This is an optimization exercise on Yosys and OpenROAD, whose aim is small area, a short achievable clock period and few clock cycles per item, not a production implementation. RTL that was checked went through simulation tests only; none was proved equivalent to the original. Power is estimated from default activity; no workload was simulated.

Design prefix_adder_top, start of the top module:
module prefix_adder_top (
	input wire logic clk,
	input wire logic reset,
	input wire logic valid_in,
	input wire logic ready_in,
	input wire prefix_ctrl_pkg::tag_t tag_in,
	input wire prefix_data_pkg::block_t data_in,
	output logic busy,
	output logic ready_out,
	output logic valid_out,
	output prefix_ctrl_pkg::tag_t tag_out,
	output prefix_data_pkg::block_t data_out
);
==> flow/config.mk <==
export PLATFORM = sky130hd
export DESIGN_NAME = prefix_adder_top
export DESIGN_NICKNAME = prefix_adder_top
export VERILOG_FILES = /design/flow/design.v
export SDC_FILE = /design/flow/constraint.sdc
export NUM_CORES = 4
export LEC_CHECK = 0
export ABC_AREA = 1
export CAP_MARGIN = 20
export CORE_MARGIN = 2
export CORE_UTILIZATION = 60
export CTS_BUF_LIST = sky130_fd_sc_hd__clkbuf_8
export SLEW_MARGIN = 20
==> flow/constraint.sdc <==
create_clock -name core_clock -period 4.0 [get_ports {clk}]
set_input_delay 0.8000 -clock core_clock [delete_from_list [all_inputs] [get_ports {clk}]]
set_output_delay 0.8000 -clock core_clock [all_outputs]
set_load 0.01 [all_outputs]
standard.sh (not shown) runs the stock make flow with config.mk's settings and CLKGATE_MAP_FILE= SYNTH_SCRIPT=/design/flow/synth_recipe.tcl, a recipe that flattens the netlist after the stock synthesis.
==> flow/flow/run.sh <==
#!/bin/bash
# Layout flow: the standard layout (standard.sh), with ADDER_MAP_FILE empty so adders are
# left to ABC, and port buffers starting as buf_1 (repair resizes them where timing needs it).
# Each make run's full output goes to a log file in the work folder.
set -euo pipefail
WORK=$(pwd)
bash standard.sh \
	ADDER_MAP_FILE= \
	"BUFFER_PORTS_ARGS=-buffer_cell sky130_fd_sc_hd__buf_1" \
	finish > "$WORK/make_finish.log" 2>&1
The first run finished with timing, DRC and antenna clean.
Change:
--- a/flow/config.mk
+++ b/flow/config.mk
@@ -10,4 +10,3 @@
 export CORE_MARGIN = 2
 export CORE_UTILIZATION = 60
-export CTS_BUF_LIST = sky130_fd_sc_hd__clkbuf_8
 export SLEW_MARGIN = 20
The changed run passed the timing, DRC and antenna checks.
Via count went down by 0.30%.
Total power went up by 6.3%.
Die area stays the same.
Combinational power stays flat.
Synthesized cell count does not change.
Cell area rose by 1.3%.
Maximum frequency grows by 0.75%.
No run of this note included a check of the RTL's function; only the layout flow was run.

---

== v58 ==
prefix_adder_top, a different RTL version from the one above (not shown whole).
Size in the first run: ~860 cells after synthesis, about 100 flip-flops, about 200 I/O pins, roughly 7300 um^2 of cells after synthesis.
==> flow/config.mk <==
export PLATFORM = sky130hd
export DESIGN_NAME = prefix_adder_top
export DESIGN_NICKNAME = prefix_adder_top
export VERILOG_FILES = /design/flow/design.v
export SDC_FILE = /design/flow/constraint.sdc
export NUM_CORES = 4
export LEC_CHECK = 0
export CAP_MARGIN = 20
export CORE_MARGIN = 2
export CORE_UTILIZATION = 60
export SETUP_SLACK_MARGIN = 1.4
export SLEW_MARGIN = 20
==> flow/constraint.sdc <==
create_clock -name core_clock -period 4.0 [get_ports {clk}]
set_input_delay 0.8000 -clock core_clock [delete_from_list [all_inputs] [get_ports {clk}]]
set_output_delay 0.8000 -clock core_clock [all_outputs]
set_load 0.01 [all_outputs]
==> flow/flow/run.sh <==
#!/bin/bash
# Layout flow: the standard layout (standard.sh) with three changes, all in synthesis
# mapping or port buffering; registers, floorplan, power grid, CTS and routing are standard.
#  - synthesis runs synth_recipe.tcl unchanged, through flow/synth_wrap.tcl, which only swaps
#    the ABC script that maps the combinational logic for flow/abc_fast.script
#  - ADDER_MAP_FILE is empty, so adders are not frozen into full/half adder cells before ABC
#  - port buffers start as buf_1; repair resizes them where timing needs it
# Each make run's full output goes to a log file in the work folder.
set -euo pipefail
WORK=$(pwd)
bash standard.sh \
	SYNTH_SCRIPT="$WORK/flow/synth_wrap.tcl" \
	ADDER_MAP_FILE= \
	"BUFFER_PORTS_ARGS=-buffer_cell sky130_fd_sc_hd__buf_1" \
	finish > "$WORK/make_finish.log" 2>&1
==> flow/flow/abc_fast.script <==
strash
dch
map -D 500
topo
upsize
dnsize
==> flow/flow/synth_wrap.tcl <==
# The standard flow's synthesis script, with the ABC script for combinational mapping swapped
set flow_dir [file dirname [file normalize [info script]]]
set fast_abc_script [file join $flow_dir abc_fast.script]
proc abc {args} {
	set i [lsearch -exact $args -script]
	if { $i >= 0 } {
		lset args [expr {$i + 1}] $::fast_abc_script
	}
	puts "synth_wrap: abc {*}$args"
	yosys abc {*}$args
}
source [file join [file dirname $flow_dir] synth_recipe.tcl]
Testbench counts of v58, summed over its fixed seeds: cycles 2,056, items 2,048.
diff inputs: v58 => v51
Settings: CORE_UTILIZATION: 60 -> 85; ABC_AREA: unset -> 1; SETUP_SLACK_MARGIN: 1.4 -> unset.
==> flow/flow/run.sh <==
#!/bin/bash
# Layout flow: the standard layout (standard.sh), with ADDER_MAP_FILE empty so adders are
# left to ABC, and port buffers starting as buf_1 (repair resizes them where timing needs it).
# Each make run's full output goes to a log file in the work folder.
set -euo pipefail
WORK=$(pwd)
bash standard.sh \
	ADDER_MAP_FILE= \
	"BUFFER_PORTS_ARGS=-buffer_cell sky130_fd_sc_hd__buf_1" \
	finish > "$WORK/make_finish.log" 2>&1
removed: flow/flow/abc_fast.script
removed: flow/flow/synth_wrap.tcl
Results
| average cell area after synthesis | higher: v58 |
Looking at simple-gate share of the synthesized area across v51 and v58, the one that comes out lower is v58.
v58: all stages complete, timing, DRC and antenna checks passed
Status(v51) = ERROR, stage = global routing (5_1_grt)
Post-synthesis instance total is lower on v51
v58 has higher post-cts resize count than v51.
Synthesized cell area (v51 / v58): 0.934
What v40 does differently from v51 at the input level:
Settings: SETUP_SLACK_MARGIN newly set to 1.5; CORE_UTILIZATION changed from 85 to 60.
## What came out
v51 has a lower number of gates resized after CTS than v40. Post-place instance area (lower): v51. Delta (v40 minus v51): die span in x has increased; number of instances in the synthesized netlist has remained practically unchanged. v40 vs. v51: post-CTS setup buffer count grew by 3; die height moved up; number of rows created at floorplan went up; minimum setup slack after placement has increased. Diff v51..v40 | number of clock sinks | unchanged. In summary, v40 completed successfully, with a layout that passed the timing, DRC and antenna checks.
[inputs] v37 vs v40
Settings: SETUP_SLACK_MARGIN no longer set, was 1.5; ABC_AREA no longer set, was 1.
==> flow/flow/run.sh <==
#!/bin/bash
# Layout flow: the standard layout (standard.sh), with port buffers starting as buf_1
# (repair resizes them where timing needs it). Synthesis is the standard one.
# Each make run's full output goes to a log file in the work folder.
set -euo pipefail
WORK=$(pwd)
bash standard.sh \
	"BUFFER_PORTS_ARGS=-buffer_cell sky130_fd_sc_hd__buf_1" \
	finish > "$WORK/make_finish.log" 2>&1
==> comparison <==
- Run comparison: v40 most common cell after layout, fill and taps aside nand2_1; v37 most common cell after layout, fill and taps aside buf_1
- Of v37 and v40, the higher synthesized-area fraction occupied by xor and xnor cells belongs to v40.
- Compared with v40, v37 shows mapped cell area that has gone down by a few percent.
- In the metrics for v37 and v40, the one carrying the lower cell area is v37.
- Higher multi-input combinational cell count among v37 and v40: v40
- Sequential logic power: v37 vs v40 up about 10%
- Between v37 and v40, die height is lower for v37, v40 comes in above that.
- The number of cells upsized or downsized after cts of v37 is lower than that of v40.
- When the final numbers for v37 and v40 were put side by side, the maximum number of pins on one net before global-route repair turned out to be greater in v40.
- Relative to v40, the first-pass GRT wire length of v37 is lower by 2100 um.
- Relative to v40, iteration count of the initial detailed-routing pass has decreased by 1 in v37.
- Worst slew margin relative to its limit, v37 and v40, lower one = v40.

---

Setup of run 1:
The RTL this note starts from:
==> flow/design.v <==
`default_nettype none
package prefix_data_pkg;
	typedef logic signed [8-1:0] lane_t;
	typedef lane_t [8-1:0] block_t;
	function automatic logic [8-1:0] lane_add(
		input logic [8-1:0] a,
		input logic [8-1:0] b
	);
		logic [8-1:0] p;
		logic [8-1:0] gen;
		logic [8-1:0] prop;
		p = a ^ b;
		gen = a & b;
		prop = p;
		for (int s = 0; (1 << s) < 8; s++) begin
			for (int i = 8 - 1; i >= 0; i--) begin
				if ((i & (1 << s)) != 0) begin
					gen[i] = gen[i] | (prop[i] & gen[((i >> s) << s) - 1]);
					prop[i] = prop[i] & prop[((i >> s) << s) - 1];
				end
			end
		end
		lane_add = p ^ {gen[8-2:0], 1'b0};
	endfunction
endpackage
`default_nettype wire
`default_nettype none
package prefix_ctrl_pkg;
	typedef logic [32-1:0] tag_t;
endpackage
`default_nettype wire
`timescale 1ns/10ps
`default_nettype none
module pipe_control (
	input wire logic clk,
	input wire logic reset,
	input wire logic valid_in,
	input wire logic ready_in,
	input wire prefix_ctrl_pkg::tag_t tag_in,
	output logic enable,
	output logic ready_out,
	output logic busy,
	output logic valid_out,
	output prefix_ctrl_pkg::tag_t tag_out
);
	logic valid_q;
	prefix_ctrl_pkg::tag_t tag_q;
	assign enable = ready_in;
	assign ready_out = ready_in;
	always_ff @(posedge clk or posedge reset) begin
		if (reset) begin
			valid_q <= 1'b0;
		end else if (enable) begin
			valid_q <= valid_in;
		end
	end
	always_ff @(posedge clk) begin
		if (enable) begin
			tag_q <= tag_in;
		end
	end
	assign busy = valid_q;
	assign valid_out = valid_q;
	assign tag_out = tag_q;
endmodule
`default_nettype wire
`timescale 1ns/10ps
`default_nettype none
module prefix_layer #(
	parameter int SPAN = 1
) (
	input wire prefix_data_pkg::block_t sums_in,
	output prefix_data_pkg::block_t sums_out
);
	localparam int W = 8;
	logic [8*W-1:0] flat_in;
	logic [8*W-1:0] flat_next;
	assign flat_in = sums_in;
	for (genvar i = 0; i < 8; i++) begin : g_lane
		if ((i & SPAN) != 0) begin : g_add
			localparam int SRC = (i / (2 * SPAN)) * (2 * SPAN) + SPAN - 1;
			assign flat_next[i*W +: W] = prefix_data_pkg::lane_add(flat_in[i*W +: W], flat_in[SRC*W +: W]);
		end else begin : g_pass
			assign flat_next[i*W +: W] = flat_in[i*W +: W];
		end
	end
	assign sums_out = flat_next;
endmodule
`default_nettype wire
`timescale 1ns/10ps
`default_nettype none
module prefix_network (
	input wire logic clk,
	input wire logic enable,
	input wire prefix_data_pkg::block_t data_in,
	output prefix_data_pkg::block_t sums
);
	localparam int W = 8;
	localparam int N = 8;
	localparam int H = N / 2;
	localparam int J = 6;
	prefix_data_pkg::block_t layer1;
	prefix_data_pkg::block_t layer2;
	prefix_layer #(.SPAN(1)) u_layer1 (.sums_in(data_in), .sums_out(layer1));
	prefix_layer #(.SPAN(2)) u_layer2 (.sums_in(layer1), .sums_out(layer2));
	logic [N*W-1:0] flat2;
	assign flat2 = layer2;
	logic [N*W-1:0] next_sums;
	logic [H-1:0] next_carry;
	logic [N*W-1:0] held_sums;
	logic [H-1:0] held_carry;
	assign next_sums[H*W-1:0] = flat2[H*W-1:0];
	for (genvar i = H; i < N; i++) begin : g_upper
		if (J == 0) begin : g_none
			assign next_sums[i*W +: W] = flat2[i*W +: W];
			assign next_carry[i-H] = 1'b0;
		end else if (J >= W) begin : g_all
			assign next_sums[i*W +: W] = flat2[i*W +: W] + flat2[(H-1)*W +: W];
			assign next_carry[i-H] = 1'b0;
		end else begin : g_part
			logic [J:0] low;
			assign low = {1'b0, flat2[i*W +: J]} + {1'b0, flat2[(H-1)*W +: J]};
			assign next_sums[i*W +: W] = {flat2[i*W+J +: W-J], low[J-1:0]};
			assign next_carry[i-H] = low[J];
		end
	end
	always_ff @(posedge clk) begin
		if (enable) begin
			held_sums <= next_sums;
		end
	end
	if (J > 0 && J < W) begin : g_carry_reg
		always_ff @(posedge clk) begin
			if (enable) begin
				held_carry <= next_carry;
			end
		end
	end else begin : g_no_carry
		assign held_carry = '0;
	end
	logic [N*W-1:0] flat_out;
	assign flat_out[H*W-1:0] = held_sums[H*W-1:0];
	for (genvar i = H; i < N; i++) begin : g_finish
		if (J == 0) begin : g_none
			assign flat_out[i*W +: W] = held_sums[i*W +: W] + held_sums[(H-1)*W +: W];
		end else if (J >= W) begin : g_all
			assign flat_out[i*W +: W] = held_sums[i*W +: W];
		end else begin : g_part
			assign flat_out[i*W +: W] = {
				held_sums[i*W+J +: W-J] + held_sums[(H-1)*W+J +: W-J] + (W-J)'(held_carry[i-H]),
				held_sums[i*W +: J]
			};
		end
	end
	assign sums = flat_out;
endmodule
`default_nettype wire
`timescale 1ns/10ps
`default_nettype none
module prefix_adder_top (
	input wire logic clk,
	input wire logic reset,
	input wire logic valid_in,
	input wire logic ready_in,
	input wire prefix_ctrl_pkg::tag_t tag_in,
	input wire prefix_data_pkg::block_t data_in,
	output logic busy,
	output logic ready_out,
	output logic valid_out,
	output prefix_ctrl_pkg::tag_t tag_out,
	output prefix_data_pkg::block_t data_out
);
	logic enable;
	pipe_control u_control (
		.clk(clk),
		.reset(reset),
		.valid_in(valid_in),
		.ready_in(ready_in),
		.tag_in(tag_in),
		.enable(enable),
		.ready_out(ready_out),
		.busy(busy),
		.valid_out(valid_out),
		.tag_out(tag_out)
	);
	prefix_network u_network (
		.clk(clk),
		.enable(enable),
		.data_in(data_in),
		.sums(data_out)
	);
endmodule
`default_nettype wire
==> flow/config.mk <==
export PLATFORM = sky130hd
export DESIGN_NAME = prefix_adder_top
export DESIGN_NICKNAME = prefix_adder_top
export VERILOG_FILES = /design/flow/design.v
export SDC_FILE = /design/flow/constraint.sdc
export NUM_CORES = 4
export LEC_CHECK = 0
export ABC_AREA = 1
export CAP_MARGIN = 20
export CORE_MARGIN = 2
export CORE_UTILIZATION = 60
export GPL_TIMING_DRIVEN = 0
export SLEW_MARGIN = 20
==> flow/constraint.sdc <==
create_clock -name core_clock -period 4.0 [get_ports {clk}]
set_input_delay 0.8000 -clock core_clock [delete_from_list [all_inputs] [get_ports {clk}]]
set_output_delay 0.8000 -clock core_clock [all_outputs]
set_load 0.01 [all_outputs]
==> flow/flow/run.sh <==
#!/bin/bash
# Layout flow: the standard layout (standard.sh), with ADDER_MAP_FILE empty so adders are
# left to ABC, and port buffers starting as buf_1 (repair resizes them where timing needs it).
# Each make run's full output goes to a log file in the work folder.
set -euo pipefail
WORK=$(pwd)
bash standard.sh \
	ADDER_MAP_FILE= \
	"BUFFER_PORTS_ARGS=-buffer_cell sky130_fd_sc_hd__buf_1" \
	finish > "$WORK/make_finish.log" 2>&1
Testbench counts of run 1, summed over its fixed seeds: cycles 2,056, items 2,048.
For run 2, these inputs were changed with respect to run 1:
# run 1
export LEC_CHECK = 0
export ABC_AREA = 1
export CAP_MARGIN = 20
export CORE_MARGIN = 2
export CORE_UTILIZATION = 60
export GPL_TIMING_DRIVEN = 0
export SLEW_MARGIN = 20
create_clock -name core_clock -period 4.0 [get_ports {clk}]
# run 2
export LEC_CHECK = 0
export CAP_MARGIN = 20
export CORE_MARGIN = 2
export CORE_UTILIZATION = 60
export CTS_BUF_LIST = sky130_fd_sc_hd__clkbuf_8
export SLEW_MARGIN = 20
create_clock -name core_clock -period 4.0 [get_ports {clk}]
Notes after the runs:
Run 2 | status: complete | timing, DRC, antenna: pass
Run 2 reports its leading cell type in the layout, fill and taps excluded as sky130_fd_sc_hd__buf_1 while run 1 reports sky130_fd_sc_hd__nand2_1.
Across both runs, global routing usage on met2 was higher for run 2 than for run 1.
Fraction of the mapped netlist area in simple logic gates was higher in the run labelled run 1.
For the area after synthesis, run 2 came in about 6% lower than run 1 did.
Against run 1, run 2 comes in 0.0043 ns higher on worst hold slack across all endpoints.
[compare] base=run 1 new=run 2: routed wire length fell 6.9%; combinational cell fraction of total power rose 5.7 points.
On run 2: multi-input gate share of total cell area is 2.9 points higher than what run 1 gave.
For the compound-gate portion of the synthesized area, run 2 came in 4.3 points higher than run 1 did.
Run 2: clock-buffer cell count 1 above run 1
Density: run 2 sparser than run 1
Lower sequential fraction of total cell area was reported by run 1, not run 2.
Inputs modified between run 2 and run 3:
# run 2
export LEC_CHECK = 0
export CAP_MARGIN = 20
export CORE_MARGIN = 2
export CORE_UTILIZATION = 60
export CTS_BUF_LIST = sky130_fd_sc_hd__clkbuf_8
export SLEW_MARGIN = 20
create_clock -name core_clock -period 4.0 [get_ports {clk}]
# run 3
export LEC_CHECK = 0
export ABC_AREA = 1
export CAP_MARGIN = 20
export CORE_MARGIN = 2
export CORE_UTILIZATION = 60
export CTS_BUF_LIST = sky130_fd_sc_hd__clkbuf_8
export SETUP_SLACK_MARGIN = 1.45
export SLEW_MARGIN = 20
create_clock -name core_clock -period 4.0 [get_ports {clk}]
Notes after the runs:
- From run 2 to run 3 the numbers moved as follows: number of global-route vias before repair up about 20%; total global-route track usage up 0.41 points; final hold slack down 0.0048 ns.
- Run 3 ended up with data_out[55] as its end of the critical path; run 2 ended up with u_network.held_sums[23]$_DFFE_PP_.
- Run comparison: run 3 leading cell type in the layout, fill and taps excluded sky130_fd_sc_hd__nand2_1; run 2 leading cell type in the layout, fill and taps excluded sky130_fd_sc_hd__buf_1
Relative to run 3, the following input files were edited for run 4:
# run 3
export LEC_CHECK = 0
export ABC_AREA = 1
export CAP_MARGIN = 20
export CORE_MARGIN = 2
export CORE_UTILIZATION = 60
export CTS_BUF_LIST = sky130_fd_sc_hd__clkbuf_8
export SETUP_SLACK_MARGIN = 1.45
export SLEW_MARGIN = 20
create_clock -name core_clock -period 4.0 [get_ports {clk}]
# run 4
export LEC_CHECK = 0
export CAP_MARGIN = 20
export CORE_MARGIN = 2
export CORE_UTILIZATION = 40
export SETUP_SLACK_MARGIN = 2.0
export SLEW_MARGIN = 20
create_clock -name core_clock -period 4.0 [get_ports {clk}]
==> flow/flow/run.sh <==
#!/bin/bash
# Layout flow: the standard layout (standard.sh) with three changes, all in synthesis
# mapping or port buffering; registers, floorplan, power grid, CTS and routing are standard.
#  - synthesis runs synth_recipe.tcl unchanged, through flow/synth_wrap.tcl, which only swaps
#    the ABC script that maps the combinational logic for flow/abc_fast.script
#  - ADDER_MAP_FILE is empty, so adders are not frozen into full/half adder cells before ABC
#  - port buffers start as buf_1; repair resizes them where timing needs it
# Each make run's full output goes to a log file in the work folder.
set -euo pipefail
WORK=$(pwd)
bash standard.sh \
	SYNTH_SCRIPT="$WORK/flow/synth_wrap.tcl" \
	ADDER_MAP_FILE= \
	"BUFFER_PORTS_ARGS=-buffer_cell sky130_fd_sc_hd__buf_1" \
	finish > "$WORK/make_finish.log" 2>&1
==> flow/flow/abc_fast.script (new file) <==
strash
dch
map -D 500
topo
upsize
dnsize
==> flow/flow/synth_wrap.tcl (new file) <==
# The standard flow's synthesis script, with the ABC script for combinational mapping swapped
set flow_dir [file dirname [file normalize [info script]]]
set fast_abc_script [file join $flow_dir abc_fast.script]
proc abc {args} {
	set i [lsearch -exact $args -script]
	if { $i >= 0 } {
		lset args [expr {$i + 1}] $::fast_abc_script
	}
	puts "synth_wrap: abc {*}$args"
	yosys abc {*}$args
}
source [file join [file dirname $flow_dir] synth_recipe.tcl]
[summary]
Diff run 3 -> run 4 | source-to-sink clock delay at the later pin of the worst-skew pair | decrease of 0.02 ns
Number of synthesized flops with an enable pin delta (run 4 -> run 3): insignificant
A first element of the critical path of u_network.held_sums[30]$_DFFE_PP_ is what run 3 shows, while data_in[49] belongs to run 4.
Run 4 vs. run 3: wire length went up by 27%, starting density of the core down 21 points.
Relative to run 3, run 4 degrades minimum clock period after layout.
For the final estimated routing congestion in global placement, run 4 came in 2.8% higher than run 3 did.

-- port drivers added, routing unchanged --
The flow's constraints put no driver on any port. The routed layouts listed below were extracted and timed again, unchanged, in two steps. Step 1, drivers: a clkbuf_16 drives clk and a buf_2 each remaining input, both assumed. Step 2 adds t to the input delays and takes it off the output delays; t is the mean of the earliest and latest rising clock arrival at the registers after step 1. Input paths then give back, and output paths get back, about the clock's delay inside the block. Three values: ideal, step 1, step 2; two values: the first two.
| run | shift t [ns] | setup slack, ns | hold slack, ns | worst data-port slew with drivers (ns) |
|---|---|---|---|---|
| the first run of note 1 | 0.411 | 0.976 / 0.940 / 1.056 | 0.217 / 0.208 / 0.557 | 0.06 |
| the second run of note 1 | 0.396 | 0.999 / 0.960 / 1.064 | 0.242 / 0.229 / 0.549 | 0.06 |
| v58 | 0.407 | 1.191 / 1.185 / 0.778 | 0.227 / 0.204 / 0.539 | 0.06 |
| v40 | 0.397 | 1.364 / 1.345 / 0.948 | 0.240 / 0.220 / 0.537 | 0.08 |
| v37 | 0.408 | 0.182 / 0.180 / -0.228 | 0.216 / 0.213 / 0.577 | 0.05 |
| run 1 | 0.393 | 1.289 / 1.310 / 0.917 | 0.238 / 0.222 / 0.539 | 0.07 |
| run 2 | 0.390 | 0.317 / 0.320 / -0.070 | 0.242 / 0.230 / 0.542 | 0.08 |
| run 3 | 0.403 | 1.504 / 1.468 / 1.121 | 0.238 / 0.225 / 0.569 | 0.06 |
| run 4 | 0.391 | 1.333 / 1.317 / 0.926 | 0.236 / 0.219 / 0.538 | 0.07 |
Met with ideal ports but missed after step 2: setup timing in v37 and run 2. For v40, which loses most, drivers alone change the setup slack by -0.019 ns; drivers and shift together by -0.416 ns.
